Background: an optimization exercise with open tools, aiming at small area, a short achievable clock period and few clock cycles per item. Do not read the settings as production practice.
RTL that was checked went through simulation tests only; none was proved equivalent to the original.
For runs 2, 3 and 5, only the layout was checked, not whether the RTL still works.
Power figures rest on the tool's default switching activity, not on a simulated workload.

File: config.mk
export PLATFORM = sky130hd
export DESIGN_NAME = shortest_job_first_queue_top
export DESIGN_NICKNAME = shortest_job_first_queue_top
export VERILOG_FILES = /design/flow/design.v
export SDC_FILE = /design/flow/constraint.sdc
export NUM_CORES = 4
export LEC_CHECK = 0
export CAP_MARGIN = 20
export CORE_MARGIN = 2
export CORE_UTILIZATION = 40
export SLEW_MARGIN = 20
File: constraint.sdc
create_clock -name core_clock -period 4.0 [get_ports {aclk}]
set_input_delay 0.8000 -clock core_clock [delete_from_list [all_inputs] [get_ports {aclk}]]
set_output_delay 0.8000 -clock core_clock [all_outputs]
set_load 0.01 [all_outputs]
File: design.v
`default_nettype none
package sjfq_pkg;
    localparam int QUEUE_DEPTH = 16;
    localparam int CNT_W       = $clog2(QUEUE_DEPTH + 1);
    localparam int TAG_W       = 5;
    localparam int TIME_W      = 16;
    localparam int SUM_W       = 20;
    localparam int STATUS_W    = 2;
    localparam logic [TAG_W-1:0]    POS_MAX = {TAG_W{1'b1}};
    localparam logic [SUM_W-1:0]    SUM_MAX = {SUM_W{1'b1}};
    localparam logic [STATUS_W-1:0] STATUS_OK    = 2'd0;
    localparam logic [STATUS_W-1:0] STATUS_FULL  = 2'd1;
    localparam logic [STATUS_W-1:0] STATUS_EMPTY = 2'd2;
    localparam logic KIND_ENQ = 1'b0;
    localparam logic KIND_DEQ = 1'b1;
    typedef struct packed {
        logic load1;       
        logic load2;       
        logic exec;        
        logic out_load;    
        logic out_skid;    
        logic skid_load;   
    } sjfq_cmd_t;
    localparam int RES_W = STATUS_W + TAG_W + 1 + SUM_W + TIME_W + TAG_W;
endpackage
`default_nettype wire
`default_nettype none
import sjfq_pkg::*;
module sjfq_ctrl
(
    input  wire       aclk,
    input  wire       aresetn,
    input  wire       s_tvalid,
    output logic      s_tready,
    output logic      m_tvalid,
    input  wire       m_tready,
    output sjfq_pkg::sjfq_cmd_t cmd
);
    logic v1, v2, ov, sv, rdy;
    logic v1_n, v2_n, ov_n, sv_n;
    logic exec, load2, adv1, acc, out_free;
    assign s_tready = rdy;
    assign m_tvalid = ov;
    assign exec     = v2 & ~sv;           
    assign load2    = ~(v2 & sv);         
    assign adv1     = v1 & load2;
    assign acc      = s_tvalid & rdy;
    assign out_free = ~ov | m_tready;
    assign v1_n = acc | (v1 & ~adv1);
    assign v2_n = adv1 | (v2 & ~exec);
    assign ov_n = ~out_free | sv | exec;
    assign sv_n = ~out_free & (sv | exec);
    assign cmd.load1    = rdy;
    assign cmd.load2    = load2;
    assign cmd.exec     = exec;
    assign cmd.out_load = out_free;
    assign cmd.out_skid = sv;
    assign cmd.skid_load = ~sv;
    always_ff @(posedge aclk) begin
        if (!aresetn) begin
            v1  <= 1'b0;
            v2  <= 1'b0;
            ov  <= 1'b0;
            sv  <= 1'b0;
            rdy <= 1'b1;
        end else begin
            v1  <= v1_n;
            v2  <= v2_n;
            ov  <= ov_n;
            sv  <= sv_n;
            rdy <= ~v1_n | ~v2_n | ~sv_n;
        end
    end
endmodule
`default_nettype wire
`default_nettype none
import sjfq_pkg::*;
module sjfq_dp
(
    input  wire                 aclk,
    input  wire                 aresetn,
    input  sjfq_pkg::sjfq_cmd_t cmd,
    input  wire                 in_kind,
    input  wire  [TIME_W-1:0]   in_time,
    output logic [RES_W-1:0]    res
);
    localparam int N      = QUEUE_DEPTH;
    localparam int STAG_W = 4;
    logic              k1;
    logic [TIME_W-1:0] t1;
    logic              k2;
    logic [TIME_W-1:0] t2;
    logic [N-1:0]      c2;        
    logic              ca2;       
    logic              la_ins;    
    logic [N-1:0]      la_keep;   
    logic              la_deq;    
    logic [TIME_W-1:0] st [N];
    logic [STAG_W-1:0] sg [N];
    logic [CNT_W-1:0]  count;
    logic [SUM_W-1:0]  total;
    logic              tsat;
    logic [TAG_W-1:0]  pos;
    logic [RES_W-1:0]  out_r, skid_r, res_n;
    logic [N-1:0]      cmp, kb;
    logic              cmp_a;
    logic              full, empty, ins, deq;
    always_ff @(posedge aclk) begin
        if (cmd.load1) begin
            k1 <= in_kind;
            t1 <= in_time;
        end
    end
    always_comb begin
        for (int i = 0; i < N; i++) begin
            cmp[i] = (CNT_W'(i) < count) && (st[i] <= t1);
        end
    end
    assign cmp_a = (t2 <= t1);
    always_comb begin
        for (int i = 0; i < N; i++) begin
            if (la_ins) begin
                if (la_keep[i])
                    kb[i] = c2[i];
                else if (i == 0 || la_keep[(i == 0) ? 0 : i - 1])
                    kb[i] = ca2;
                else
                    kb[i] = c2[(i == 0) ? 0 : i - 1];
            end else if (la_deq) begin
                kb[i] = (i == N - 1) ? 1'b0 : c2[(i == N - 1) ? i : i + 1];
            end else begin
                kb[i] = c2[i];
            end
        end
    end
    assign full  = (count == CNT_W'(N));
    assign empty = (count == '0);
    assign ins   = cmd.exec && (k2 == KIND_ENQ) && !full;
    assign deq   = cmd.exec && (k2 == KIND_DEQ) && !empty;
    always_ff @(posedge aclk) begin
        if (cmd.load2) begin
            k2      <= k1;
            t2      <= t1;
            c2      <= cmp;
            ca2     <= cmp_a;
            la_ins  <= ins;
            la_keep <= kb;
            la_deq  <= deq;
        end
    end
    always_ff @(posedge aclk) begin
        for (int i = 0; i < N; i++) begin
            if (deq) begin
                if (i < N - 1) begin
                    st[i] <= st[(i < N - 1) ? i + 1 : i];
                    sg[i] <= sg[(i < N - 1) ? i + 1 : i];
                end
            end else if (ins && !kb[i]) begin
                if (i == 0 || kb[(i == 0) ? 0 : i - 1]) begin
                    st[i] <= t2;
                    sg[i] <= count[STAG_W-1:0];
                end else begin
                    st[i] <= st[(i == 0) ? 0 : i - 1];
                    sg[i] <= sg[(i == 0) ? 0 : i - 1];
                end
            end
        end
    end
    logic [SUM_W:0]    sum_w;
    logic [SUM_W-1:0]  sum;
    logic              late;
    logic [TAG_W-1:0]  cnt_inc, cnt_dec, head_tag;
    assign sum_w    = {1'b0, total} + (SUM_W+1)'(st[0]);
    assign sum      = (tsat || sum_w[SUM_W]) ? SUM_MAX : sum_w[SUM_W-1:0];
    assign late     = pos[TAG_W-1] || (sg[0] < pos[STAG_W-1:0]);
    assign cnt_inc  = TAG_W'(count) + TAG_W'(1);
    assign cnt_dec  = TAG_W'(count) - TAG_W'(1);
    assign head_tag = TAG_W'(sg[0]) + TAG_W'(1);
    always_comb begin
        if (k2 == KIND_ENQ) begin
            if (full)
                res_n = {STATUS_FULL, TAG_W'(N), 1'b0, SUM_W'(0), TIME_W'(0), TAG_W'(0)};
            else
                res_n = {STATUS_OK, cnt_inc, 1'b0, SUM_W'(0), TIME_W'(0), cnt_inc};
        end else begin
            if (empty)
                res_n = {STATUS_EMPTY, TAG_W'(0), 1'b0, SUM_W'(0), TIME_W'(0), TAG_W'(0)};
            else
                res_n = {STATUS_OK, cnt_dec, late, sum, st[0], head_tag};
        end
    end
    always_ff @(posedge aclk) begin
        if (cmd.skid_load) skid_r <= res_n;
        if (cmd.out_load)  out_r  <= cmd.out_skid ? skid_r : res_n;
    end
    assign res = out_r;
    always_ff @(posedge aclk) begin
        if (!aresetn) begin
            count <= '0;
            total <= '0;
            tsat  <= 1'b0;
            pos   <= '0;
        end else if (ins) begin
            count <= count + CNT_W'(1);
        end else if (deq) begin
            count <= count - CNT_W'(1);
            if (count == CNT_W'(1)) begin
                total <= '0;
                tsat  <= 1'b0;
                pos   <= '0;
            end else begin
                total <= sum_w[SUM_W-1:0];
                tsat  <= tsat || sum_w[SUM_W];
                pos   <= (pos == POS_MAX) ? pos : pos + TAG_W'(1);
            end
        end
    end
endmodule
`default_nettype wire
`default_nettype none
import sjfq_pkg::*;
module shortest_job_first_queue_top
(
    input  wire         aclk,
    input  wire         aresetn,
    input  wire         s_tvalid,
    output logic        s_tready,
    input  wire  [15:0] s_tdata,    
    input  wire  [0:0]  s_tuser,    
    output logic        m_tvalid,
    input  wire         m_tready,
    output logic [47:0] m_tdata,    
    output logic [1:0]  m_tuser     
);
    sjfq_pkg::sjfq_cmd_t cmd;
    logic [RES_W-1:0]    res;
    sjfq_ctrl u_ctrl (
        .aclk     (aclk),
        .aresetn  (aresetn),
        .s_tvalid (s_tvalid),
        .s_tready (s_tready),
        .m_tvalid (m_tvalid),
        .m_tready (m_tready),
        .cmd      (cmd)
    );
    sjfq_dp u_dp (
        .aclk     (aclk),
        .aresetn  (aresetn),
        .cmd      (cmd),
        .in_kind  (s_tuser[0]),
        .in_time  (s_tdata[TIME_W-1:0]),
        .res      (res)
    );
    assign m_tdata = {1'b0, res[RES_W-3:0]};
    assign m_tuser = res[RES_W-1:RES_W-2];
endmodule
`default_nettype wire
File: run.sh
#!/bin/bash
# synth_recipe.tcl (not shown) runs the flow's synth.tcl, then flattens the netlist and writes it again
# the make line also repeats each setting of config.mk as NAME=value (left out here)
make -C /OpenROAD-flow-scripts/flow DESIGN_CONFIG=/design/flow/config.mk WORK_HOME=/design/flow/orfs CLKGATE_MAP_FILE= SYNTH_SCRIPT=/design/flow/synth_recipe.tcl finish
==> results of run 1 <==
logic make-up (layout without fill, tap and decap cells):
family	Yosys count	after routing	share of synthesized area
other cells	1	1	0.000122
simple gates	715	715	0.105
xor+xnor	21	21	0.00599
flops	523	523	0.484
mux	321	321	0.106
buf+inv	224	319	0.0307
compound gates	747	747	0.146
fa+ha+maj	298	298	0.122
critical path, cell delays in order (launching register included):
cell and delay, ps:
dfxtp_1 330, inv_1 80, ha_1 250, nor4b_4 150, nor2b_1 140, buf_4 170
nand2_2 430, inv_8 640, nand2_1 290, or4_1 470, a21boi_0 170
cells in the final DEF, fill, tap and decap left out, types with 29 or more instances in the layout:
master,count
edfxtp_1,438
nand2_1,430
o21ai_0,370
mux2i_1,297
ha_1,297
a21oi_1,97
dfxtp_1,84
clkdlybuf4s50_1,71
buf_4,67
nand4_1,63
clkbuf_16,63
inv_1,59
nor2b_1,49
nor2_1,49
a21o_1,47
nand3_1,30
nor3_1,29
power by group through the flow:
stage	sequential, mW	combinational [mW]	clock [mW]
after floorplan	6.25	0.701	0
after global placement	6.33	1.04	0
after detailed placement	6.33	1.09	0
after CTS	6.21	1.09	5.78
after global routing	6.22	1.23	5.99
final	6.21	1.12	5.69
flip-flops by register name (all words and copies together), names as in the netlist, 5 cells and up:
name / count
u_dp.count: 5
u_dp.c2: 16
u_dp.t1: 16
u_dp.t2: 16
u_dp.out_r: 49
u_dp.sg: 64
u_dp.pos: 5
u_dp.la_keep: 16
u_dp.total: 20
u_dp.skid_r: 49
u_dp.st: 256
layout make-up:
class	instances	area share
clock buffer	74	0.0481
clock inverter	38	0.0105
inverter	61	0.00678
multi-input combinational	2103	0.432
sequential	523	0.426
tap	1030	0.0370
timing repair buffer	146	0.0390
metrics by stage:
stage          worst slack (ps)  area [um^2]   util  std cells  setup TNS [ps]
4_1_cts                     780        34800  0.458       3973               0
5_1_grt                     509        34900  0.459       3975               0
3_3_place_gp                877        32700  0.430       3860               0
3_5_place_dp                795        32700  0.431       3861               0
6_report                    739        34900  0.459       3975               0
2_1_floorplan              -103        30700      -       2850          -26780
worst max path at each step:
stage	start	end	slack, ps	cells past startpoint
3_3_place_gp	u_dp.st[0][0]$_DFFE_PP_	u_dp.out_r[30]$_DFFE_PN_	880	8
3_5_place_dp	u_dp.st[0][0]$_DFFE_PP_	u_dp.out_r[30]$_DFFE_PN_	790	8
5_1_grt	u_dp.count[0]$_SDFFE_PN0P_	u_dp.st[5][8]$_DFFE_PP_	510	9
2_1_floorplan	u_dp.count[1]$_SDFFE_PN0P_	u_dp.sg[14][0]$_DFFE_PP_	-100	9
4_1_cts	u_dp.st[0][0]$_DFFE_PP_	u_dp.out_r[36]$_DFFE_PN_	780	8
6_report	u_dp.count[0]$_SDFFE_PN0P_	u_dp.total[18]$_SDFFE_PN0P_	740	10
metal layers:
layer  wire length [um]  share of wire
met1              40800           0.44
met2              42000           0.45
met3               6760          0.072
met4               3930          0.042
met5                 13        0.00014
==> flow_summary.ini, run 1 <==
[global_routing]
overflow = 0
met1_usage = 0.313
grt_pass1_wl_um = 141000
grt_pass1_vias = 23100
grt_start_max_net_pins = 123
grtUsageTotal = 0.234
grt_use_met3 = 0.0451
grt_busiest_layer = met2
antenna_found_initial = 1
gr-usage-met2 = 0.372

[pwr]
seq_power_share = 0.477
ir_drop_mv = 0.372
p_int_mw = 9.86
clock_power_share = 0.437
p_sw_mw = 3.16
finalPower_mw = 13.0
p_leak_nw = 12.4
swShare = 0.243
p_comb_frac = 0.086
powerDensity_mw_per_mm2 = 373

[die]
fp.coreArea_mm2 = 0.0759
dieArea_mm2 = 0.0790
die_h_um = 281
fp.dieW_um = 281
io_pins = 73
initial_core_util = 0.404
rows = 101

[cts]
clk_pin_slew_ps = 60
numCtsBuffers = 60
cts_tree = built
numClockSinks = 523
postCtsHoldBufs = 0
worstSkewPairLatency_ps = 630
cts_resized = 0
post-cts-setup-buffer-count = 0
root_buffer = clkbuf_16
cts_buffer_depth = 3
h-tree-depth = 2

[timing]
finClkSkew_ps = 33.7
min_period_ps = 3260
setup_viol = 0
timing.hold.ws_ps = 422
hold_viol_final = 0
slew_viol_final = 0
worst_slew_pin_slew_ps = 1230
rsz0062_at_grt = false
relSlewSlack = 0.180
post-route-period-util = 0.815
fmax_mhz = 307

[min_path]
worstHoldStart = u_dp.k1$_DFFE_PP_
holdPathEnd = u_dp.k2$_DFFE_PN_
hold_path_class = reg -> reg
hold_depth = 0

[finish]
fin_nets = 3214
regArea_mm2 = 0.0149
area_growth_syn_to_layout_pct = 13.6
multi_input_area_mm2 = 0.0151
drive_gt1_frac = 0.0856
num-fill-cells = 6940
antenna_cells = 0

[placement]
port_buffers = 71
hpwl_um = 67600
gp_congestion = 0.915

[synth]
synth_area_mm2 = 0.0307
synth.most_common_cell = edfxtp_1
synth_fp_nets = 3169
avgSynthCellArea_um2 = 10.8
synthCells = 2850
yosys_register_bits = 523
ys_seq_area_frac = 0.484
synth_edf_count = 438
ys_top_cells_by_area = edfxtp_1 43%, ha_1 12%, mux2i_1 9.7%
synth_top_area_share = 0.429
synth_common_cells = 438 x edfxtp_1, 431 x nand2_1, 385 x o21ai_0, 297 x ha_1, 297 x mux2i_1
synth_area_leader_cell = edfxtp_1
yosys_warnings = 4
synth-async-reset-ratio = 0
synth.distinct_cells = 76
synth_ff_type = edfxtp_1

[critical_path]
r2r_slack_ps = 740
critPathMaxFanout = 114
worstPathArrival_ps = 3810
start_kind = register
reg2reg_from = u_dp.count[0]$_SDFFE_PN0P_
required_ps = 4550
reg2reg_depth = 10
cp-end-kind = register
critical_path_class = reg -> reg
r2r_end = u_dp.total[18]$_SDFFE_PN0P_

[route]
drt_wl_total_um = 93500
via_count = 23400
routedWlPerCell_um = 23.5
drtPass1Iterations = 8
drc = 0
ant_nets = 0
routed_via_density = 5.88
first_iter_violations = 1986

[flow_run]
cap_violations = 0

[outcome]
outcome = timing/DRC/antenna clean
Testbench counts, summed over its fixed seeds: cycles 12,024, items 12,000.
==> run 2, diff against run 1 <==
--- a/design.v
+++ b/design.v
@@ -17,6 +17,7 @@
         logic load1;       
         logic load2;       
         logic exec;        
+        logic exec_n;      
         logic out_load;    
         logic out_skid;    
         logic skid_load;   
@@ -53,6 +54,7 @@
     assign cmd.load1    = rdy;
     assign cmd.load2    = load2;
     assign cmd.exec     = exec;
+    assign cmd.exec_n   = v2_n & ~sv_n;
     assign cmd.out_load = out_free;
     assign cmd.out_skid = sv;
     assign cmd.skid_load = ~sv;
@@ -98,13 +100,37 @@
     logic [TIME_W-1:0] st [N];
     logic [STAG_W-1:0] sg [N];
     logic [CNT_W-1:0]  count;
-    logic [SUM_W-1:0]  total;
+    logic [SUM_W-1:0]  total;     
     logic              tsat;
     logic [TAG_W-1:0]  pos;
     logic [RES_W-1:0]  out_r, skid_r, res_n;
     logic [N-1:0]      cmp, kb;
     logic              cmp_a;
     logic              full, empty, ins, deq;
+    function automatic logic le16(input logic [TIME_W-1:0] a, input logic [TIME_W-1:0] b);
+        logic [TIME_W-1:0] g, l;
+        g = a & ~b;
+        l = ~a & b;
+        for (int w = 1; w < TIME_W; w = w * 2) begin
+            for (int j = 0; j + w < TIME_W; j = j + 2 * w) begin
+                g[j] = g[j + w] | (~l[j + w] & g[j]);
+                l[j] = l[j + w] | (~g[j + w] & l[j]);
+            end
+        end
+        le16 = ~g[0];
+    endfunction
+    function automatic logic [SUM_W:0] add20(input logic [SUM_W-1:0] a, input logic [SUM_W-1:0] b);
+        logic [SUM_W-1:0] g, p;
+        g = a & b;
+        p = a | b;
+        for (int d = 1; d < SUM_W; d = d * 2) begin
+            for (int i = SUM_W - 1; i >= d; i--) begin
+                g[i] = g[i] | (p[i] & g[i - d]);
+                p[i] = p[i] & p[i - d];
+            end
+        end
+        add20 = {g[SUM_W-1], (a ^ b) ^ {g[SUM_W-2:0], 1'b0}};
+    endfunction
     always_ff @(posedge aclk) begin
         if (cmd.load1) begin
             k1 <= in_kind;
@@ -113,10 +139,10 @@
     end
     always_comb begin
         for (int i = 0; i < N; i++) begin
-            cmp[i] = (CNT_W'(i) < count) && (st[i] <= t1);
-        end
-    end
-    assign cmp_a = (t2 <= t1);
+            cmp[i] = (CNT_W'(i) < count) && le16(st[i], t1);
+        end
+    end
+    assign cmp_a = le16(t2, t1);
     always_comb begin
         for (int i = 0; i < N; i++) begin
             if (la_ins) begin
@@ -135,8 +161,20 @@
     end
     assign full  = (count == CNT_W'(N));
     assign empty = (count == '0);
-    assign ins   = cmd.exec && (k2 == KIND_ENQ) && !full;
-    assign deq   = cmd.exec && (k2 == KIND_DEQ) && !empty;
+    logic              do_ins, do_deq, k2_n;
+    logic [CNT_W-1:0]  count_n;
+    assign ins  = do_ins;
+    assign deq  = do_deq;
+    assign k2_n = cmd.load2 ? k1 : k2;
+    always_ff @(posedge aclk) begin
+        if (!aresetn) begin
+            do_ins <= 1'b0;
+            do_deq <= 1'b0;
+        end else begin
+            do_ins <= cmd.exec_n && (k2_n == KIND_ENQ) && (count_n != CNT_W'(N));
+            do_deq <= cmd.exec_n && (k2_n == KIND_DEQ) && (count_n != '0);
+        end
+    end
     always_ff @(posedge aclk) begin
         if (cmd.load2) begin
             k2      <= k1;
@@ -148,30 +186,46 @@
             la_deq  <= deq;
         end
     end
-    always_ff @(posedge aclk) begin
-        for (int i = 0; i < N; i++) begin
-            if (deq) begin
-                if (i < N - 1) begin
-                    st[i] <= st[(i < N - 1) ? i + 1 : i];
-                    sg[i] <= sg[(i < N - 1) ? i + 1 : i];
-                end
-            end else if (ins && !kb[i]) begin
-                if (i == 0 || kb[(i == 0) ? 0 : i - 1]) begin
-                    st[i] <= t2;
-                    sg[i] <= count[STAG_W-1:0];
-                end else begin
-                    st[i] <= st[(i == 0) ? 0 : i - 1];
-                    sg[i] <= sg[(i == 0) ? 0 : i - 1];
-                end
-            end
-        end
-    end
-    logic [SUM_W:0]    sum_w;
+    localparam int SLOT_W = STAG_W + TIME_W;
+    logic [SLOT_W-1:0] sl [N];
+    logic [SLOT_W-1:0] sl_n [N];
+    logic [SLOT_W-1:0] sl_new;
+    logic [N-1:0]      s_hold, s_prev, s_next, s_new;
+    assign sl_new = {count[STAG_W-1:0], t2};
+    always_comb begin
+        for (int i = 0; i < N; i++) begin
+            s_next[i] = deq && (i < N - 1);
+            s_new[i]  = ins && !kb[i] && (i == 0 || kb[(i == 0) ? 0 : i - 1]);
+            s_prev[i] = ins && (i > 0) && !kb[(i == 0) ? 0 : i - 1];
+            s_hold[i] = !s_next[i] && !(ins && !kb[i]);
+        end
+        for (int i = 0; i < N; i++) begin
+            sl_n[i] = ({SLOT_W{s_hold[i]}} & sl[i])
+                    | ({SLOT_W{s_new[i]}}  & sl_new)
+                    | ({SLOT_W{s_prev[i]}} & sl[(i == 0) ? 0 : i - 1])
+                    | ({SLOT_W{s_next[i]}} & sl[(i == N - 1) ? i : i + 1]);
+        end
+    end
+    always_ff @(posedge aclk) begin
+        for (int i = 0; i < N; i++) begin
+            sl[i] <= sl_n[i];
+        end
+    end
+    always_comb begin
+        for (int i = 0; i < N; i++) begin
+            st[i] = sl[i][TIME_W-1:0];
+            sg[i] = sl[i][SLOT_W-1:TIME_W];
+        end
+    end
+    logic [SUM_W-1:0]  ut;        
+    logic              usat;
+    logic [SUM_W:0]    u_deq, u_ins;
     logic [SUM_W-1:0]  sum;
     logic              late;
     logic [TAG_W-1:0]  cnt_inc, cnt_dec, head_tag;
-    assign sum_w    = {1'b0, total} + (SUM_W+1)'(st[0]);
-    assign sum      = (tsat || sum_w[SUM_W]) ? SUM_MAX : sum_w[SUM_W-1:0];
+    assign u_deq    = add20(ut, SUM_W'(st[1]));
+    assign u_ins    = add20(total, SUM_W'(t2));
+    assign sum      = usat ? SUM_MAX : ut;
     assign late     = pos[TAG_W-1] || (sg[0] < pos[STAG_W-1:0]);
     assign cnt_inc  = TAG_W'(count) + TAG_W'(1);
     assign cnt_dec  = TAG_W'(count) - TAG_W'(1);
@@ -194,24 +248,38 @@
         if (cmd.out_load)  out_r  <= cmd.out_skid ? skid_r : res_n;
     end
     assign res = out_r;
+    always_comb begin
+        count_n = count;
+        if (ins) count_n = count + CNT_W'(1);
+        if (deq) count_n = count - CNT_W'(1);
+    end
     always_ff @(posedge aclk) begin
         if (!aresetn) begin
             count <= '0;
             total <= '0;
             tsat  <= 1'b0;
+            ut    <= '0;
+            usat  <= 1'b0;
             pos   <= '0;
-        end else if (ins) begin
-            count <= count + CNT_W'(1);
-        end else if (deq) begin
-            count <= count - CNT_W'(1);
-            if (count == CNT_W'(1)) begin
-                total <= '0;
-                tsat  <= 1'b0;
-                pos   <= '0;
-            end else begin
-                total <= sum_w[SUM_W-1:0];
-                tsat  <= tsat || sum_w[SUM_W];
-                pos   <= (pos == POS_MAX) ? pos : pos + TAG_W'(1);
+        end else begin
+            count <= count_n;
+            if (deq) begin
+                if (count == CNT_W'(1)) begin
+                    total <= '0;
+                    tsat  <= 1'b0;
+                    ut    <= '0;
+                    usat  <= 1'b0;
+                    pos   <= '0;
+                end else begin
+                    total <= ut;
+                    tsat  <= usat;
+                    ut    <= u_deq[SUM_W-1:0];
+                    usat  <= usat || u_deq[SUM_W];
+                    pos   <= (pos == POS_MAX) ? pos : pos + TAG_W'(1);
+                end
+            end else if (s_new[0]) begin
+                ut   <= u_ins[SUM_W-1:0];
+                usat <= tsat || u_ins[SUM_W];
             end
         end
     end
--- a/config.mk
+++ b/config.mk
@@ -5,7 +5,9 @@
 export SDC_FILE = /design/flow/constraint.sdc
 export NUM_CORES = 4
 export LEC_CHECK = 0
+export ABC_AREA = 1
 export CAP_MARGIN = 20
 export CORE_MARGIN = 2
 export CORE_UTILIZATION = 40
+export SETUP_SLACK_MARGIN = 2.0
 export SLEW_MARGIN = 20
==> run 2 against run 1 <==
Still clean. Cell count rose by 39%. Sequential share of layout area fell by 10 points. Non-clock buffer count rose by 138. Sequential power rose by 41%. Final area rose by 7.1%. Core utilization rose by 2.5 points. Combinational power rose to 4.7 times the previous value. Routed wire length rose by 21%. Largest cell class unchanged. Largest power group unchanged.
==> flow_summary.ini, run 2 <==
[cts]
postCtsHoldBufs = 0
root_buffer = clkbuf_16
numCtsBuffers = 61
numClockSinks = 546
clk_pin_slew_ps = 60
h-tree-depth = 2
cts_buffer_depth = 3
worstSkewPairLatency_ps = 660
cts_tree = built

[timing]
tns_ps = 0
worst_slew_pin_slew_ps = 854
timing.hold.ws_ps = 445
rsz0062_at_grt = true
fmax_mhz = 453
hold_viol_final = 0
slew_viol_final = 0
min_period_ps = 2210
post-route-period-util = 0.551
setup_viol = 0
relSlewSlack = 0.430
finClkSkew_ps = 40.8

[synth]
synth.most_common_cell = nand2_1
synth-async-reset-ratio = 0
ys_top_cells_by_area = dfxtp_1 28%, nand2_1 15%, edfxtp_1 11%
synth_ff_type = dfxtp_1
synth_fp_nets = 4393
synth_edf_count = 117
yosys_register_bits = 546
synth_top_area_share = 0.276
yosys_warnings = 6
synth.distinct_cells = 63
avgSynthCellArea_um2 = 7.24
synth_common_cells = 1,243 x nand2_1, 429 x dfxtp_1, 415 x inv_1, 400 x nand3_1, 289 x nor2_1
ys_seq_area_frac = 0.389
synth_area_mm2 = 0.0311
synth_area_leader_cell = dfxtp_1
synthCells = 4297

[global_routing]
overflow = 0
grt_pass1_wl_um = 163000
grtUsageTotal = 0.253
grt_start_max_net_pins = 156
grt_pass1_vias = 28000
antenna_found_initial = 1

[route]
drtPass1Iterations = 6
routedWlPerCell_um = 20.6
drc = 0
via_count = 31200
ant_nets = 0
drt_wl_total_um = 114000
first_iter_violations = 4168
routed_via_density = 5.65

[placement]
placedCellCount = 5198
port_buffers = 71
gp_congestion = 0.913
hpwl_um = 71600

[finish]
antenna_cells = 0
largest-register = u_dp.sl
area_growth_syn_to_layout_pct = 20.0
final_cells = 5519
fin_util = 0.484
final_cell_mix = 1,211 x nand2_1, 408 x dfxtp_1, 387 x nand3_1
num-fill-cells = 7584
layout_commonest_cell = nand2_1
largest_reg_flops = 320
top_regs = u_dp.sl x320, u_dp.out_r x49, u_dp.skid_r x49
fin_nets = 4526
drive_gt1_frac = 0.171

[die]
io_pins = 73
fp.coreArea_mm2 = 0.0772
rows = 102
die_h_um = 283
fp.dieW_um = 283
initial_core_util = 0.403
dieArea_mm2 = 0.0800

[critical_path]
start_kind = register
cp-end-kind = register
worstPathArrival_ps = 2720
reg2reg_depth = 10
critical_path_class = reg -> reg
critPathMaxFanout = 12
required_ps = 4510

[flow_run]
cap_violations = 0

[pwr]
p_leak_nw = 15.5
powerDensity_mw_per_mm2 = 528
ir_drop_mv = 0.386

[min_path]
hold_path_class = reg -> reg
hold_depth = 2

[outcome]
outcome = timing/DRC/antenna clean
-- run 2: changes by cell type after synthesis, sizes merged, moves of 77 or more --
| cell | delta |
|---|---|
| nor2 | +251 |
| ha | -224 |
| dfxtp | +344 |
| a22oi | +253 |
| mux2i | -297 |
| o21ai | -195 |
| edfxtp | -321 |
| nand3 | +370 |
| buf | +104 |
| a31oi | +77 |
| nand2 | +840 |
| inv | +392 |
-- run 2: cell families after synthesis --
family,Yosys count,synth area share
adders and majority gates,75,0.0306
other,1,0.000120
and+or+nand+nor,2068,0.277
xor gates and xnor gates,10,0.00281
AOI/OAI and AO/OA,886,0.195
DFF,546,0.389
buffers and inverters,711,0.105
-- run 2: where the power goes --
part / leakage, nW / internal [mW] / switching [mW]
Sequential: 4.87 / 7.03 / 1.73
Clock: 0.980 / 3.27 / 2.45
Combinational: 9.65 / 2.03 / 3.21
Total: 15.5 / 12.3 / 7.39
-- run 2: what timing repair did --
| item | in CTS | in global routing |
|---|---|---|
| cloned | 21 | 30 |
| buffers inserted | 87 | 71 |
| pin swaps | 11 | 44 |
| endpoints found under the setup margin | 554 | 461 |
| resized for setup | 343 | 314 |
-- run 2: final timing paths --
| check | start | slack, ps | end |
|---|---|---|---|
| setup / recovery | u_dp.la_deq$_DFFE_PN_ | 1790 | u_dp.sl[2][17]$_DFF_P_ |
| hold / removal | u_dp.skid_r[21]$_DFF_P_ | 440 | u_dp.skid_r[21]$_DFF_P_ |
| setup reg to reg | u_dp.la_deq$_DFFE_PN_ | 1790 | u_dp.sl[2][17]$_DFF_P_ |
| hold reg to reg | u_dp.skid_r[21]$_DFF_P_ | 440 | u_dp.skid_r[21]$_DFF_P_ |
-- run 2: critical path, cell delays in order (launching register included) --
cell and delay [ps]:
edfxtp_1 400, buf_4 180, buf_4 180, o211ai_1 210
nand2_2 90, inv_2 180, nand2_2 260, nand2_4 220
clkinv_4 170, nand2_1 90, nand3_1 70
-- run 2: stage by stage --
stage               instance area (um^2)  setup slack [ps]  total power [mW]
detailed placement                 32000              1190              13.2
floorplan                          31100              1770              11.7
global placement                   32000              1200              13.1
finish                             37300              1790              19.7
global route                       37300              1680              20.8
CTS                                35100              1810              19.1
-- run 2: per-layer routing --
layer / global-route usage / vias to the layer above / wire length [um] / part of all wire
li1: - / 14700 / - / -
met1: 0.365 / 14900 / 51600 / 0.45
met2: 0.386 / 1397 / 48600 / 0.43
met3: 0.0431 / 183 / 10300 / 0.091
met4: 0.0725 / 0 / 3000 / 0.026
met5: 0 / - / 0 / 0
-- run 2: cell type report --
class                      count  area, um^2  share of cell area
inverter                     456        1980              0.0531
timing repair inverter        25         181             0.00486
sequential                   546       12100               0.325
clock buffer                  90        1790              0.0479
clock inverter                22         209             0.00560
tap                         1040        1300              0.0349
multi-input combinational   3056       16900               0.454
timing repair buffer         284        2810              0.0752
==> run 3, diff against run 2 <==
--- a/config.mk
+++ b/config.mk
@@ -9,5 +9,5 @@
 export CAP_MARGIN = 20
 export CORE_MARGIN = 2
 export CORE_UTILIZATION = 40
-export SETUP_SLACK_MARGIN = 2.0
+export SETUP_SLACK_MARGIN = 2.5
 export SLEW_MARGIN = 20
==> run 3 against run 2 <==
Cell count grew 4.9%. Clock skew fell by 5.5 ps. Worst setup slack got worse by 42 ps. Non-clock buffer count increased by 233. Largest cell class unchanged. Synthesized cell count unchanged. Final area is 21% higher. Global-route usage increased by 5.7 points. Clock power rose by 3.8%.
==> flow_summary.ini, run 3 <==
[synth]
ys_top_cells_by_area = dfxtp_1 28%, nand2_1 15%, edfxtp_1 11%
synth_area_mm2 = 0.0311
synth_common_cells = 1,243 x nand2_1, 429 x dfxtp_1, 415 x inv_1, 400 x nand3_1, 289 x nor2_1
synthCells = 4297
synth.distinct_cells = 63
synth_top_area_share = 0.276
yosys_warnings = 6
synth_area_leader_cell = dfxtp_1
yosys_register_bits = 546
synth_edf_count = 117
synth-async-reset-ratio = 0
synth_ff_type = dfxtp_1
synth.most_common_cell = nand2_1
ys_seq_area_frac = 0.389
avgSynthCellArea_um2 = 7.24
synth_fp_nets = 4393

[die]
io_pins = 73
fp.dieW_um = 283
die_h_um = 283
initial_core_util = 0.403
fp.coreArea_mm2 = 0.0772
dieArea_mm2 = 0.0800
rows = 102

[cts]
cts_buffer_depth = 3
h-tree-depth = 2
root_buffer = clkbuf_16
worstSkewPairLatency_ps = 670
postCtsHoldBufs = 0
numClockSinks = 546
cts_tree = built
clk_pin_slew_ps = 70
numCtsBuffers = 61

[finish]
layout_commonest_cell = nand2_1
fin_util = 0.585
fin_area_mm2 = 0.0452
top_regs = u_dp.sl x320, u_dp.out_r x49, u_dp.skid_r x49
largest_reg_flops = 320
largest-register = u_dp.sl
fin_nets = 4793
area_growth_syn_to_layout_pct = 45.1
drive_gt1_frac = 0.350
antenna_cells = 0
final_cell_mix = 1,064 x nand2_1, 399 x dfxtp_1, 339 x inv_1

[pwr]
ir_drop_mv = 0.358
finalPower_mw = 22.0
powerDensity_mw_per_mm2 = 487
p_leak_nw = 18.4

[timing]
slew_viol_final = 0
finClkSkew_ps = 35.3
relSlewSlack = 0.314
post-route-period-util = 0.562
min_period_ps = 2250
setup_viol = 0
tns_ps = 0
worst_slew_pin_slew_ps = 1030
rsz0062_at_grt = true
fmax_mhz = 445
hold_viol_final = 0

[placement]
place_area_mm2 = 0.0328
port_buffers = 71
gp_congestion = 0.912
hpwl_um = 71600

[route]
drtPass1Iterations = 9
wl_met2_um = 58000
via_count = 34400
wl_met1_um = 57000
drt_wl_total_um = 138000
first_iter_violations = 5116
routed_via_density = 5.94
dr.max_layer_used = met5
met3_length_um = 17400
ant_nets = 0
routedWlPerCell_um = 23.8
drc = 0

[global_routing]
grt_pass1_wl_um = 193000
antenna_found_initial = 1
overflow = 0
grt_start_max_net_pins = 79
grtUsageTotal = 0.309
grt_pass1_vias = 31100

[critical_path]
start_kind = register
reg2reg_depth = 16
cp-end-kind = register
worstPathArrival_ps = 2830
critical_path_class = reg -> reg
required_ps = 4580
critPathMaxFanout = 5

[min_path]
hold_depth = 2
hold_path_class = reg -> reg

[flow_run]
cap_violations = 0

[outcome]
outcome = timing/DRC/antenna clean
run 3: what timing repair did:
item                                   in CTS  in global routing
endpoints found under the hold margin       0                  0
cloned                                     96                 14
resized for setup                        1150                455
pin swaps                                 217                234
setup endpoints to repair                 667                600
setup buffers                             297                 67
run 3: area by class of cell:
class / count / area (um^2)
Inverter: 456 / 2140
Sequential cell: 546 / 12200
Fill cell: 6321 / 32100
Multi-Input combinational cell: 3064 / 20800
Clock inverter: 25 / 243
Timing Repair Buffer: 517 / 6180
Tap cell: 1040 / 1300
Clock buffer: 90 / 1810
Timing Repair inverter: 51 / 487
run 3: logic make-up after synthesis:
group                      share of synthesized area
other                                       0.000120
and+or+nand+nor                                0.277
DFF                                            0.389
AOI/OAI and AO/OA                              0.195
adders and majority gates                     0.0306
buffers and inverters                          0.105
xor gates and xnor gates                     0.00281
run 3: path summary, 6_finish.rpt:
path | startpoint | end | slack, ps
hold / removal | u_dp.skid_r[26]$_DFF_P_ | u_dp.skid_r[26]$_DFF_P_ | 450
setup / recovery | u_dp.ca2$_DFFE_PN_ | u_dp.sl[11][12]$_DFF_P_ | 1750
hold reg to reg | u_dp.skid_r[26]$_DFF_P_ | u_dp.skid_r[26]$_DFF_P_ | 450
setup reg to reg | u_dp.ca2$_DFFE_PN_ | u_dp.sl[11][12]$_DFF_P_ | 1750
run 3: metal layers:
layer | track usage | vias up
li1 | - | 15400
met1 | 0.450 | 16500
met2 | 0.452 | 2097
met3 | 0.0670 | 375
met4 | 0.101 | 2
met5 | 0 | -
run 3: metrics by stage:
stage / cells / worst slack [ps] / hold WS, ps
final: 5789 / 1750 / 446
after global routing: 5789 / 1670 / 464
after CTS: 5708 / 1850 / 448
after detailed placement: 5200 / 1330 / 432
after global placement: 5200 / 1390 / 430
after floorplan: 4297 / 1770 / 403
run 3: power breakdown:
| group | switching [mW] | leakage [nW] | internal [mW] | total [mW] |
|---|---|---|---|---|
| Sequential | 2.02 | 4.87 | 7.04 | 9.05 |
| Clock | 2.56 | 1.01 | 3.38 | 5.94 |
| Combinational | 4.13 | 12.5 | 2.86 | 6.99 |
| Total | 8.70 | 18.4 | 13.3 | 22.0 |
run 3: critical path: stages, from the launching register on:
cell and delay (ps):
edfxtp_1 350, buf_6 150, clkinvlp_4 150, buf_6 150, nand2_2 50, o21ai_2 60, o21ai_1 180, nand2_1 90
nand2_2 100, inv_2 60, buf_6 120, nor2_4 180, buf_12 160, buf_12 100, buf_16 120, a22oi_1 60
nand3_1 80
==> run 4, diff against run 3 <==
--- a/design.v
+++ b/design.v
@@ -119,18 +119,6 @@
         end
         le16 = ~g[0];
     endfunction
-    function automatic logic [SUM_W:0] add20(input logic [SUM_W-1:0] a, input logic [SUM_W-1:0] b);
-        logic [SUM_W-1:0] g, p;
-        g = a & b;
-        p = a | b;
-        for (int d = 1; d < SUM_W; d = d * 2) begin
-            for (int i = SUM_W - 1; i >= d; i--) begin
-                g[i] = g[i] | (p[i] & g[i - d]);
-                p[i] = p[i] & p[i - d];
-            end
-        end
-        add20 = {g[SUM_W-1], (a ^ b) ^ {g[SUM_W-2:0], 1'b0}};
-    endfunction
     always_ff @(posedge aclk) begin
         if (cmd.load1) begin
             k1 <= in_kind;
@@ -223,8 +211,8 @@
     logic [SUM_W-1:0]  sum;
     logic              late;
     logic [TAG_W-1:0]  cnt_inc, cnt_dec, head_tag;
-    assign u_deq    = add20(ut, SUM_W'(st[1]));
-    assign u_ins    = add20(total, SUM_W'(t2));
+    assign u_deq    = {1'b0, ut} + (SUM_W+1)'(st[1]);
+    assign u_ins    = {1'b0, total} + (SUM_W+1)'(t2);
     assign sum      = usat ? SUM_MAX : ut;
     assign late     = pos[TAG_W-1] || (sg[0] < pos[STAG_W-1:0]);
     assign cnt_inc  = TAG_W'(count) + TAG_W'(1);
--- a/config.mk
+++ b/config.mk
@@ -9,5 +9,5 @@
 export CAP_MARGIN = 20
 export CORE_MARGIN = 2
 export CORE_UTILIZATION = 40
-export SETUP_SLACK_MARGIN = 2.5
+export SETUP_SLACK_MARGIN = 2.0
 export SLEW_MARGIN = 20
==> run 4 against run 3 <==
Clock skew shrank 14 ps. Fmax rose by 5.5%. Die area shrank 2.0%. Routed wire length fell by 14%. Clock power is 6.1% higher. Sequential power shrank 3.5%. Worst setup slack better by 120 ps. Largest cell class unchanged.
==> flow_summary.ini, run 4 <==
[critical_path]
cp_slowest_cell = edfxtp_1
critPathLaunch = u_dp.ca2$_DFFE_PN_
crit_chain = buf_6 > buf_6 > nand2_4 > o21ai_2 > o21ai_1 > o31a_1 > nand2_2 > buf_12 > nor2_4 > buf_12 > clkbuf_16 > nand2_2 > o211ai_1
slowest_delay_ps = 440
required_ps = 4540
critical_path_class = reg -> reg
crit_family = buffers and inverters
start_kind = register
reg2reg_from = u_dp.ca2$_DFFE_PN_
critPathMaxFanout = 5
crit_buf_inv = 5
cp-end-kind = register
worstPathArrival_ps = 2670

[timing]
setup_viol = 0
post-route-period-util = 0.533
fmax_mhz = 469
hold_viol_final = 0
relSlewSlack = 0.416
min_period_ps = 2130
worst_slew_pin_slew_ps = 875
setup_slack_ps = 1870
timing.hold.ws_ps = 442
tns_ps = 0
finClkSkew_ps = 20.9
rsz0062_at_grt = true
slew_viol_final = 0

[cts]
root_buffer = clkbuf_16
worstSkewPairLatency_ps = 620
clk_pin_slew_ps = 60
h-tree-depth = 3
cts_buffer_depth = 3
numClockSinks = 546
numCtsBuffers = 66
cts_tree = built

[die]
fp.dieW_um = 280
initial_core_util = 0.403
rows = 101
die_h_um = 280
fp.coreArea_mm2 = 0.0757
dieArea_mm2 = 0.0785
io_pins = 73

[min_path]
hold_path_class = reg -> reg
worstHoldStart = u_dp.skid_r[18]$_DFF_P_

[route]
routed_via_density = 5.66
first_iter_violations = 3785
routedWlPerCell_um = 20.6
drtPass1Iterations = 8
ant_nets = 0
drc = 0
drt_wl_total_um = 118000
via_count = 32400

[placement]
hpwl_um = 73000
port_buffers = 71
place_area_mm2 = 0.0316
placedCellCount = 5391
gp_congestion = 0.947
pre_cts_ws_ps = 957

[synth]
yosys_register_bits = 546
yosys_warnings = 6
ys_seq_area_frac = 0.397
synth_ff_type = dfxtp_1
synth_edf_count = 117
synth_top_area_share = 0.282
synth_area_mm2 = 0.0305
synthCells = 4530
synth_common_cells = 1,864 x nand2_1, 429 x dfxtp_1, 350 x inv_1, 286 x nand4_1, 285 x nor2_1
synth.most_common_cell = nand2_1
synth-async-reset-ratio = 0
avgSynthCellArea_um2 = 6.73
ys_top_cells_by_area = dfxtp_1 28%, nand2_1 23%, edfxtp_1 12%
synth_fp_nets = 4595
synth_area_leader_cell = dfxtp_1
synth.distinct_cells = 54

[global_routing]
overflow = 0
grtUsageTotal = 0.272
grt_pass1_wl_um = 167000
grt_pass1_vias = 28600
grt_start_max_net_pins = 148
antenna_found_initial = 2

[finish]
final_cells = 5734
fin_area_mm2 = 0.0378
fin_util = 0.499
area_growth_syn_to_layout_pct = 23.8
antenna_cells = 0
final_cell_mix = 1,783 x nand2_1, 396 x dfxtp_1, 332 x inv_1
fin_nets = 4767
drive_gt1_frac = 0.171
largest_reg_flops = 320
top_regs = u_dp.sl x320, u_dp.out_r x49, u_dp.skid_r x49
largest-register = u_dp.sl
layout_commonest_cell = nand2_1

[pwr]
ir_drop_mv = 0.367
finalPower_mw = 19.9
powerDensity_mw_per_mm2 = 526
p_leak_nw = 15.6

[flow_run]
cap_violations = 0

[outcome]
outcome = timing/DRC/antenna clean
-- run 4: cell types whose count changed after synthesis, sizes merged, moves of 8 or more --
cell     delta
o21ai      +23
buf        -13
a22oi     -266
nand2     +608
nor3       -15
o2111ai    -17
inv        -66
nor2        +8
ha         -31
a21oi       -8
nand4     +277
clkbuf     +13
nand3     -286
-- run 4: power by group --
group / total, mW / internal (mW) / switching, mW / leakage [nW]
Sequential: 8.73 / 6.96 / 1.77 / 4.87
Clock: 6.30 / 3.70 / 2.60 / 1.08
Combinational: 4.83 / 1.91 / 2.92 / 9.67
Total: 19.9 / 12.6 / 7.29 / 15.6
-- run 4: kinds of logic (layout without fill, tap and decap cells) --
family / Yosys count / in the layout / synth area share
AND/OR/NAND/NOR: 2656 / 2665 / 0.364
buffers and inverters: 648 / 865 / 0.0942
AO/OA/AOI/OAI: 628 / 628 / 0.124
flip-flops: 546 / 546 / 0.397
adder cells (fa/ha/maj): 44 / 44 / 0.0185
XOR/XNOR: 7 / 7 / 0.00201
other: 1 / 1 / 0.000123
-- run 4: routing by layer --
layer	routed length, um	GRT usage
met5	0	0
met4	4700	0.0945
met3	13100	0.0516
met2	50000	0.414
met1	50600	0.384
-- run 4: worst register-to-register path, stage by stage (launching register included) --
cell and delay, ps:
edfxtp_1 440, buf_6 170, buf_6 110, nand2_4 50, o21ai_2 70, o21ai_1 180
o31a_1 200, nand2_2 90, buf_12 140, nor2_4 110, buf_12 140, clkbuf_16 190
nand2_2 60, o211ai_1 100
-- run 4: worst paths after layout --
kind | end | slack, ps | depth (start not counted)
worst min register to register | u_dp.skid_r[18]$_DFF_P_ | 440 | 2
worst min-delay path | u_dp.skid_r[18]$_DFF_P_ | 440 | 2
worst max-delay path | u_dp.sl[15][10]$_DFF_P_ | 1870 | 13
worst max register to register | u_dp.sl[15][10]$_DFF_P_ | 1870 | 13
-- run 4: timing repair --
item                       4_1_cts  5_1_grt
pin swaps                       11       97
buffers inserted                82       92
gates resized for setup        362      430
hold buffers                     0        0
gates cloned                    13       34
setup endpoints to repair      572      438
-- run 4: layout make-up --
| type | count | area [um^2] |
|---|---|---|
| Tap cell | 978 | 1220 |
| Timing Repair inverter | 15 | 106 |
| Fill cell | 7283 | 37900 |
| Sequential cell | 546 | 12200 |
| Clock buffer | 94 | 1880 |
| Timing Repair Buffer | 335 | 3410 |
| Clock inverter | 28 | 344 |
| Multi-Input combinational cell | 3345 | 17000 |
| Inverter | 393 | 1660 |
Testbench counts of run 4, summed over its fixed seeds: cycles 12,024, items 12,000.
==> run 5, diff against run 4 <==
--- a/design.v
+++ b/design.v
@@ -92,11 +92,7 @@
     logic [TIME_W-1:0] t1;
     logic              k2;
     logic [TIME_W-1:0] t2;
-    logic [N-1:0]      c2;        
-    logic              ca2;       
-    logic              la_ins;    
-    logic [N-1:0]      la_keep;   
-    logic              la_deq;    
+    logic [N-1:0]      kb;
     logic [TIME_W-1:0] st [N];
     logic [STAG_W-1:0] sg [N];
     logic [CNT_W-1:0]  count;
@@ -104,7 +100,7 @@
     logic              tsat;
     logic [TAG_W-1:0]  pos;
     logic [RES_W-1:0]  out_r, skid_r, res_n;
-    logic [N-1:0]      cmp, kb;
+    logic [N-1:0]      cmp, kb_n;
     logic              cmp_a;
     logic              full, empty, ins, deq;
     function automatic logic le16(input logic [TIME_W-1:0] a, input logic [TIME_W-1:0] b);
@@ -133,17 +129,17 @@
     assign cmp_a = le16(t2, t1);
     always_comb begin
         for (int i = 0; i < N; i++) begin
-            if (la_ins) begin
-                if (la_keep[i])
-                    kb[i] = c2[i];
-                else if (i == 0 || la_keep[(i == 0) ? 0 : i - 1])
-                    kb[i] = ca2;
+            if (ins) begin
+                if (kb[i])
+                    kb_n[i] = cmp[i];
+                else if (i == 0 || kb[(i == 0) ? 0 : i - 1])
+                    kb_n[i] = cmp_a;
                 else
-                    kb[i] = c2[(i == 0) ? 0 : i - 1];
-            end else if (la_deq) begin
-                kb[i] = (i == N - 1) ? 1'b0 : c2[(i == N - 1) ? i : i + 1];
+                    kb_n[i] = cmp[(i == 0) ? 0 : i - 1];
+            end else if (deq) begin
+                kb_n[i] = (i == N - 1) ? 1'b0 : cmp[(i == N - 1) ? i : i + 1];
             end else begin
-                kb[i] = c2[i];
+                kb_n[i] = cmp[i];
             end
         end
     end
@@ -167,11 +163,7 @@
         if (cmd.load2) begin
             k2      <= k1;
             t2      <= t1;
-            c2      <= cmp;
-            ca2     <= cmp_a;
-            la_ins  <= ins;
-            la_keep <= kb;
-            la_deq  <= deq;
+            kb      <= kb_n;
         end
     end
     localparam int SLOT_W = STAG_W + TIME_W;
==> run 5 against run 4 <==
Routed wire length decreased by 6.2%. Synthesized cell count shrank 0.11%. Final area shrank 4.6%. Register-to-register slack worse by 50 ps. Combinational power grew 22%. Sequential power shrank 3.1%. Flip-flop and latch count down 19. Global-route usage rose by 0.19 points. Critical endpoint is now u_dp.kb[8]$_DFFE_PN_. Largest power group unchanged. Worst setup slack worse by 48 ps. Sequential share of layout area fell by 0.069 points.
==> flow_summary.ini, run 5 <==
[outcome]
outcome = timing/DRC/antenna clean

[cts]
clk_pin_slew_ps = 60
worstSkewPairLatency_ps = 650
numClockSinks = 527
cts_tree = built
h-tree-depth = 2
cts_buffer_depth = 3
numCtsBuffers = 60
root_buffer = clkbuf_16

[synth]
yosys.area_share.simple = 0.365
synth-async-reset-ratio = 0
yosys_register_bits = 527
synth_compound_area_frac = 0.135
synth_edf_count = 98
synth_mux_area_frac = 0
synth_area_leader_cell = dfxtp_1
synth_fp_nets = 4590
yosys.area_share.adder = 0.0188
synth_top_area_share = 0.286
synthCells = 4525
synth_ff_type = dfxtp_1
synth_area_mm2 = 0.0300
yosys_warnings = 6
synth.most_common_cell = nand2_1
ys_top_cells_by_area = dfxtp_1 29%, nand2_1 24%, edfxtp_1 9.8%
ys_seq_area_frac = 0.384
synth_xor_area_frac = 0.00233
synth_common_cells = 1,936 x nand2_1, 429 x dfxtp_1, 392 x inv_1, 281 x nor2_1, 259 x nand3_1
synth_top_family_by_area = simple AND/OR/NAND/NOR gates
avgSynthCellArea_um2 = 6.63
synth.distinct_cells = 59

[global_routing]
grt_pass1_vias = 28900
antenna_found_initial = 1
grt_pass1_wl_um = 168000
grt_start_max_net_pins = 114
overflow = 0
grtUsageTotal = 0.274

[finish]
multi_input_area_mm2 = 0.0171
area_growth_syn_to_layout_pct = 20.0
fin_nets = 4666
layout_commonest_cell = nand2_1
antenna_cells = 0
largest_reg_flops = 320
final_cells = 5617
top_regs = u_dp.sl x320, u_dp.out_r x49, u_dp.skid_r x49
num-fill-cells = 7458
drive_gt1_frac = 0.151
regArea_mm2 = 0.0116
largest-register = u_dp.sl
final_cell_mix = 1,850 x nand2_1, 402 x dfxtp_1, 378 x inv_1

[timing]
relSlewSlack = 0.239
min_period_ps = 2180
rsz0062_at_grt = true
setup_viol = 0
slew_viol_final = 0
finClkSkew_ps = 19.9
fmax_mhz = 459
worst_slew_pin_slew_ps = 1140
hold_viol_final = 0
post-route-period-util = 0.545
tns_ps = 0

[route]
via_count = 31400
ant_nets = 0
routed_via_density = 5.58
drc = 0
drtPass1Iterations = 6
first_iter_violations = 3451
routedWlPerCell_um = 19.8
drt_wl_total_um = 111000

[pwr]
powerDensity_mw_per_mm2 = 558
p_leak_nw = 15.0
ir_drop_mv = 0.370

[die]
fp.dieW_um = 278
die_h_um = 278
fp.coreArea_mm2 = 0.0743
dieArea_mm2 = 0.0773
initial_core_util = 0.404
rows = 100
io_pins = 73

[critical_path]
critPathLaunch = u_dp.t1[7]$_DFFE_PP_
start_kind = register
reg2reg_from = u_dp.t1[7]$_DFFE_PP_
critical_path_class = reg -> reg
required_ps = 4390
worstPathArrival_ps = 2570
critPathMaxFanout = 6
cp-end-kind = register

[placement]
gp_congestion = 0.932
placedCellCount = 5396
port_buffers = 71
hpwl_um = 74300

[min_path]
worstHoldStart = u_dp.skid_r[2]$_DFF_P_
hold_path_class = reg -> reg

[flow_run]
cap_violations = 0
## run 5: cell types whose count changed in the layout (fill, tap and decap cells not counted), moves of 26 or more
| cell | change |
|---|---|
| o2111ai_1 | +175 |
| nand4_1 | -172 |
| nand3_1 | +117 |
| nand2_1 | +67 |
| a31oi_1 | -57 |
| inv_1 | +46 |
| o31ai_1 | -37 |
| o21ai_1 | -28 |
| o21ai_2 | -27 |
| nor2_4 | -26 |
## run 5: logic make-up after synthesis
logic type | after synthesis
AO/OA/AOI/OAI | 606
buffers and inverters | 667
AND/OR/NAND/NOR | 2672
other | 1
flip-flops | 527
adder cells (fa/ha/maj) | 44
XOR/XNOR | 8
## run 5: area by class of cell
cell class,instances,share of cell area
inverter,411,0.0468
timing repair inverter,4,0.000799
clock inverter,16,0.00608
sequential,527,0.322
multi-input combinational,3332,0.474
timing repair buffer,265,0.0674
clock buffer,93,0.0497
tap,969,0.0337
## run 5: power breakdown
group / switching (mW) / internal [mW] / total (mW)
Sequential: 1.63 / 6.83 / 8.46
Clock: 2.36 / 3.38 / 5.74
Combinational: 3.73 / 2.18 / 5.91
## run 5: worst max-delay path, cell delays in order (launching register included)
cell      delay (ps)
edfxtp_1         420
buf_4            210
buf_2            210
nand2_2          130
nand3_1           90
nor2_1           110
nand2_1           70
nand2_2          160
nand3_2          100
nand2_2          110
buf_4            130
o22ai_1           70
inv_1             70
nand2_1           50
## run 5: per-stage QoR
step | utilization | hold WS [ps] | area [um^2] | worst slack, ps | power (mW)
after floorplan | - | 418 | 30000 | 1770 | 11.8
after CTS | 0.468 | 458 | 34800 | 1850 | 19.6
after detailed placement | 0.422 | 443 | 31400 | 1280 | 13.6
after global placement | 0.422 | 440 | 31400 | 1280 | 13.5
final | 0.485 | 453 | 36000 | 1820 | 20.1
after global routing | 0.485 | 476 | 36000 | 1700 | 21.2
## run 5: what timing repair did
item                                    4_1_cts  5_1_grt
gates resized for setup                     440      240
endpoints found under the setup margin      445      228
hold buffers                                  0        0
cloned                                        9        3
pin swaps                                    48       95
buffers inserted                             76       24
## run 5: metal layers
layer | vias to the layer above | track usage | routed length (um)
met2 | 1319 | 0.428 | 49000
met5 | - | 0 | 0
met4 | 0 | 0.0840 | 3280
met1 | 14900 | 0.384 | 49400
li1 | 15000 | - | -
met3 | 192 | 0.0479 | 9270
## run 5: final timing paths
path	cells after the start	to	slack, ps
setup / recovery	13	u_dp.kb[8]$_DFFE_PN_	1820
hold reg to reg	2	u_dp.skid_r[2]$_DFF_P_	450
setup reg to reg	13	u_dp.kb[8]$_DFFE_PN_	1820
hold / removal	2	u_dp.skid_r[2]$_DFF_P_	450
==> run 6, diff against run 5 <==
--- a/design.v
+++ b/design.v
@@ -17,10 +17,8 @@
         logic load1;       
         logic load2;       
         logic exec;        
-        logic exec_n;      
+        logic v2_n;        
         logic out_load;    
-        logic out_skid;    
-        logic skid_load;   
     } sjfq_cmd_t;
     localparam int RES_W = STATUS_W + TAG_W + 1 + SUM_W + TIME_W + TAG_W;
 endpackage
@@ -37,40 +35,34 @@
     input  wire       m_tready,
     output sjfq_pkg::sjfq_cmd_t cmd
 );
-    logic v1, v2, ov, sv, rdy;
-    logic v1_n, v2_n, ov_n, sv_n;
-    logic exec, load2, adv1, acc, out_free;
-    assign s_tready = rdy;
+    logic v1, v2, ov, any_free;
+    logic v1_n, v2_n;
+    logic out_free, exec, load2, adv1, acc;
     assign m_tvalid = ov;
-    assign exec     = v2 & ~sv;           
-    assign load2    = ~(v2 & sv);         
-    assign adv1     = v1 & load2;
-    assign acc      = s_tvalid & rdy;
     assign out_free = ~ov | m_tready;
+    assign exec     = v2 & out_free;
+    assign load2    = ~v2 | out_free;      
+    assign adv1     = v1 & load2;
+    assign s_tready = any_free | m_tready;   
+    assign acc      = s_tvalid & s_tready;
     assign v1_n = acc | (v1 & ~adv1);
     assign v2_n = adv1 | (v2 & ~exec);
-    assign ov_n = ~out_free | sv | exec;
-    assign sv_n = ~out_free & (sv | exec);
-    assign cmd.load1    = rdy;
+    assign cmd.load1    = s_tready;
     assign cmd.load2    = load2;
     assign cmd.exec     = exec;
-    assign cmd.exec_n   = v2_n & ~sv_n;
+    assign cmd.v2_n     = v2_n;
     assign cmd.out_load = out_free;
-    assign cmd.out_skid = sv;
-    assign cmd.skid_load = ~sv;
     always_ff @(posedge aclk) begin
         if (!aresetn) begin
-            v1  <= 1'b0;
-            v2  <= 1'b0;
-            ov  <= 1'b0;
-            sv  <= 1'b0;
-            rdy <= 1'b1;
+            v1       <= 1'b0;
+            v2       <= 1'b0;
+            ov       <= 1'b0;
+            any_free <= 1'b1;
         end else begin
-            v1  <= v1_n;
-            v2  <= v2_n;
-            ov  <= ov_n;
-            sv  <= sv_n;
-            rdy <= ~v1_n | ~v2_n | ~sv_n;
+            v1       <= v1_n;
+            v2       <= v2_n;
+            ov       <= exec | (ov & ~m_tready);
+            any_free <= ~v1_n | ~v2_n | ~(exec | (ov & ~m_tready));
         end
     end
 endmodule
@@ -99,7 +91,7 @@
     logic [SUM_W-1:0]  total;     
     logic              tsat;
     logic [TAG_W-1:0]  pos;
-    logic [RES_W-1:0]  out_r, skid_r, res_n;
+    logic [RES_W-1:0]  out_r, res_n;
     logic [N-1:0]      cmp, kb_n;
     logic              cmp_a;
     logic              full, empty, ins, deq;
@@ -129,14 +121,14 @@
     assign cmp_a = le16(t2, t1);
     always_comb begin
         for (int i = 0; i < N; i++) begin
-            if (ins) begin
+            if (ins_ok) begin
                 if (kb[i])
                     kb_n[i] = cmp[i];
                 else if (i == 0 || kb[(i == 0) ? 0 : i - 1])
                     kb_n[i] = cmp_a;
                 else
                     kb_n[i] = cmp[(i == 0) ? 0 : i - 1];
-            end else if (deq) begin
+            end else if (deq_ok) begin
                 kb_n[i] = (i == N - 1) ? 1'b0 : cmp[(i == N - 1) ? i : i + 1];
             end else begin
                 kb_n[i] = cmp[i];
@@ -145,18 +137,18 @@
     end
     assign full  = (count == CNT_W'(N));
     assign empty = (count == '0);
-    logic              do_ins, do_deq, k2_n;
+    logic              ins_ok, deq_ok, k2_n;
     logic [CNT_W-1:0]  count_n;
-    assign ins  = do_ins;
-    assign deq  = do_deq;
+    assign ins  = cmd.exec && ins_ok;
+    assign deq  = cmd.exec && deq_ok;
     assign k2_n = cmd.load2 ? k1 : k2;
     always_ff @(posedge aclk) begin
         if (!aresetn) begin
-            do_ins <= 1'b0;
-            do_deq <= 1'b0;
+            ins_ok <= 1'b0;
+            deq_ok <= 1'b0;
         end else begin
-            do_ins <= cmd.exec_n && (k2_n == KIND_ENQ) && (count_n != CNT_W'(N));
-            do_deq <= cmd.exec_n && (k2_n == KIND_DEQ) && (count_n != '0);
+            ins_ok <= cmd.v2_n && (k2_n == KIND_ENQ) && (count_n != CNT_W'(N));
+            deq_ok <= cmd.v2_n && (k2_n == KIND_DEQ) && (count_n != '0);
         end
     end
     always_ff @(posedge aclk) begin
@@ -224,8 +216,7 @@
         end
     end
     always_ff @(posedge aclk) begin
-        if (cmd.skid_load) skid_r <= res_n;
-        if (cmd.out_load)  out_r  <= cmd.out_skid ? skid_r : res_n;
+        if (cmd.out_load) out_r <= res_n;
     end
     assign res = out_r;
     always_comb begin
==> run 6 against run 5 <==
Still clean. Sequential share of layout area is 2.3 points lower. Synthesized cell count decreased by 6.1%. Routed wire length is 3.6% lower. Critical path depth is 1 higher. Clock power down 5.7%. Global-route usage fell by 0.52 points. Register-to-register slack hardly changed. Flip-flop and latch count is 50 lower. Largest power group unchanged.
==> flow_summary.ini, run 6 <==
[pwr]
ir_drop_mv = 0.341
powerDensity_mw_per_mm2 = 437
p_leak_nw = 15.7
finalPower_mw = 15.5

[route]
first_iter_violations = 3071
ant_nets = 0
drc = 0
via_count = 29900
drtPass1Iterations = 6
drt_wl_total_um = 107000
routed_via_density = 5.57
routedWlPerCell_um = 19.9

[global_routing]
grt_start_max_net_pins = 77
met1_usage = 0.353
gr-usage-met2 = 0.447
grt_pass1_wl_um = 156000
antenna_found_initial = 0
grt_use_met3 = 0.0314
overflow = 0
grtUsageTotal = 0.269
grt_pass1_vias = 27300
grt_busiest_layer = met2

[finish]
layout_commonest_cell = nand2_1
largest-register = u_dp.sl
fin_util = 0.506
final_cell_mix = 1,258 x nand2_1, 391 x inv_1, 354 x dfxtp_1
fin_area_mm2 = 0.0354
fin_nets = 4445
area_growth_syn_to_layout_pct = 25.8
largest_reg_flops = 320
drive_gt1_frac = 0.184
top_regs = u_dp.sl x320, u_dp.out_r x49
final_cells = 5370

[cts]
clk_pin_slew_ps = 60
numCtsBuffers = 57
postCtsHoldBufs = 0
worstSkewPairLatency_ps = 650
root_buffer = clkbuf_16
cts_tree = built
cts_buffer_depth = 3
h-tree-depth = 2
numClockSinks = 477

[synth]
synth_fp_nets = 4312
synthCells = 4247
synth.most_common_cell = nand2_1
synth_ff_type = dfxtp_1
yosys_register_bits = 477
synth_edf_count = 98
synth_common_cells = 1,335 x nand2_1, 420 x inv_1, 379 x dfxtp_1, 374 x o21ai_0, 308 x nor2_1
ys_top_cells_by_area = dfxtp_1 27%, nand2_1 18%, edfxtp_1 10%
yosys_warnings = 6
synth_top_area_share = 0.270
synth.distinct_cells = 51
synth_area_mm2 = 0.0281
ys_seq_area_frac = 0.374
synth_area_leader_cell = dfxtp_1
synth-async-reset-ratio = 0
avgSynthCellArea_um2 = 6.63

[die]
fp.dieW_um = 269
rows = 97
initial_core_util = 0.403
fp.coreArea_mm2 = 0.0699
die_h_um = 269
dieArea_mm2 = 0.0725
io_pins = 73

[critical_path]
required_ps = 4370
critPathMaxFanout = 6
slowest_delay_ps = 490
cp-end-kind = register
worstPathArrival_ps = 2560
critical_path_class = reg -> reg
crit_buf_inv = 2
crit_family = simple AND/OR/NAND/NOR gates
cp_slowest_cell = edfxtp_1
crit_top_cell = nand2_1
crit_chain = buf_6 > inv_2 > nand2_1 > a21boi_2 > nand2_1 > nand2_2 > nor2_4 > nand2_8 > nand2_8 > nand2_4 > nand3_2 > nand2_1 > nand2_1 > nand2_1
start_kind = register

[placement]
gp_congestion = 0.976
port_buffers = 71
place_area_mm2 = 0.0302
hpwl_um = 71300
pre_cts_ws_ps = 511
placedCellCount = 5113

[timing]
worst_slew_pin_slew_ps = 860
hold_viol_final = 0
min_period_ps = 2190
setup_viol = 0
setup_slack_ps = 1810
relSlewSlack = 0.426
timing.hold.ws_ps = 471
finClkSkew_ps = 30.0
fmax_mhz = 457
rsz0062_at_grt = true
tns_ps = 0
slew_viol_final = 0
post-route-period-util = 0.547

[outcome]
outcome = timing/DRC/antenna clean

[flow_run]
cap_violations = 0

[min_path]
hold_path_class = reg -> reg
-- run 6: logic make-up (layout without fill, tap and decap cells) --
group | count (synthesis) | count (layout) | synth area share
compound gates | 993 | 993 | 0.205
xor+xnor | 10 | 10 | 0.00311
flops | 477 | 477 | 0.374
other cells | 1 | 2 | 0.000133
simple gates | 2048 | 2060 | 0.300
fa+ha+maj | 44 | 44 | 0.0201
buf+inv | 674 | 844 | 0.0981
-- run 6: cell type report --
class / instances / area (um^2)
Sequential cell: 477 / 10600
Clock buffer: 75 / 1600
Timing Repair inverter: 6 / 57.6
Fill cell: 6869 / 34500
Tap cell: 940 / 1180
Clock inverter: 33 / 318
Timing Repair Buffer: 281 / 2840
Antenna cell: 1 / 2.50
Multi-Input combinational cell: 3108 / 17000
Inverter: 449 / 1850
-- run 6: metal layers --
layer | wire length (um) | up-vias
met1 | 45200 | 14000
met3 | 7840 | 229
met5 | 0 | -
met4 | 4860 | 0
li1 | - | 14500
met2 | 49100 | 1275
-- run 6: worst reg2reg max path, cell delays in order, from the launching register on --
cell and delay [ps]:
edfxtp_1 490, buf_6 190, inv_2 110, nand2_1 100
a21boi_2 190, nand2_1 80, nand2_2 90, nor2_4 160
nand2_8 110, nand2_8 150, nand2_4 60, nand3_2 70
nand2_1 50, nand2_1 50, nand2_1 50
-- run 6: worst paths after layout --
path	startpoint	endpoint	slack, ps	cells past startpoint
max	u_dp.t1[11]$_DFFE_PN_	u_dp.kb[15]$_DFFE_PN_	1810	14
min	u_dp.sl[15][19]$_DFF_P_	u_dp.sl[15][19]$_DFF_P_	470	2
max reg2reg	u_dp.t1[11]$_DFFE_PN_	u_dp.kb[15]$_DFFE_PN_	1810	14
min reg2reg	u_dp.sl[15][19]$_DFF_P_	u_dp.sl[15][19]$_DFF_P_	470	2
-- run 6: where the power goes --
part | internal, mW | switching (mW) | total, mW
Sequential | 5.71 | 0.831 | 6.54
Clock | 3.18 | 2.23 | 5.41
Combinational | 1.29 | 2.22 | 3.51
-- run 6: timing repair --
action	in CTS	in global routing
setup buffers	57	59
resized for setup	462	253
pin swaps	44	102
endpoints found under the setup margin	522	357
cloned	14	18
Testbench counts of run 6, summed over its fixed seeds: cycles 12,024, items 12,000.

[port drivers added, routing unchanged]
How much do the figures lean on ideal ports? The routed layouts below were timed once more, with nothing changed but the port constraints. Step 1 assumes that a clkbuf_16 drives the clock port and a buf_2 every other input. Step 2 adds t to the input delays and takes it off the output delays; t is the mean of the earliest and latest rising clock arrival at the registers after step 1. Input paths then give back, and output paths get back, about the clock's delay inside the block. Slacks: ideal / step 1 / step 2; pairs: ideal / step 1.
run | shift t [ns] | setup WS [ns] | worst register clock-pin slew, ns
run 1 | 0.678 | 0.739 / 0.739 / 0.739 | 0.07 / 0.07
run 2 | 0.705 | 1.794 / 1.794 / 1.407 | 0.07 / 0.07
run 3 | 0.719 | 1.752 / 1.752 / 1.752 | 0.07 / 0.07
run 4 | 0.673 | 1.869 / 1.869 / 1.513 | 0.07 / 0.07
run 5 | 0.703 | 1.821 / 1.821 / 1.487 | 0.07 / 0.07
run 6 | 0.695 | 1.811 / 1.764 / 1.394 | 0.07 / 0.07
After both steps setup and hold are still met in every run listed. The setup slack of run 6, which loses most, moves by -0.047 ns with the drivers and by -0.417 ns with both steps.
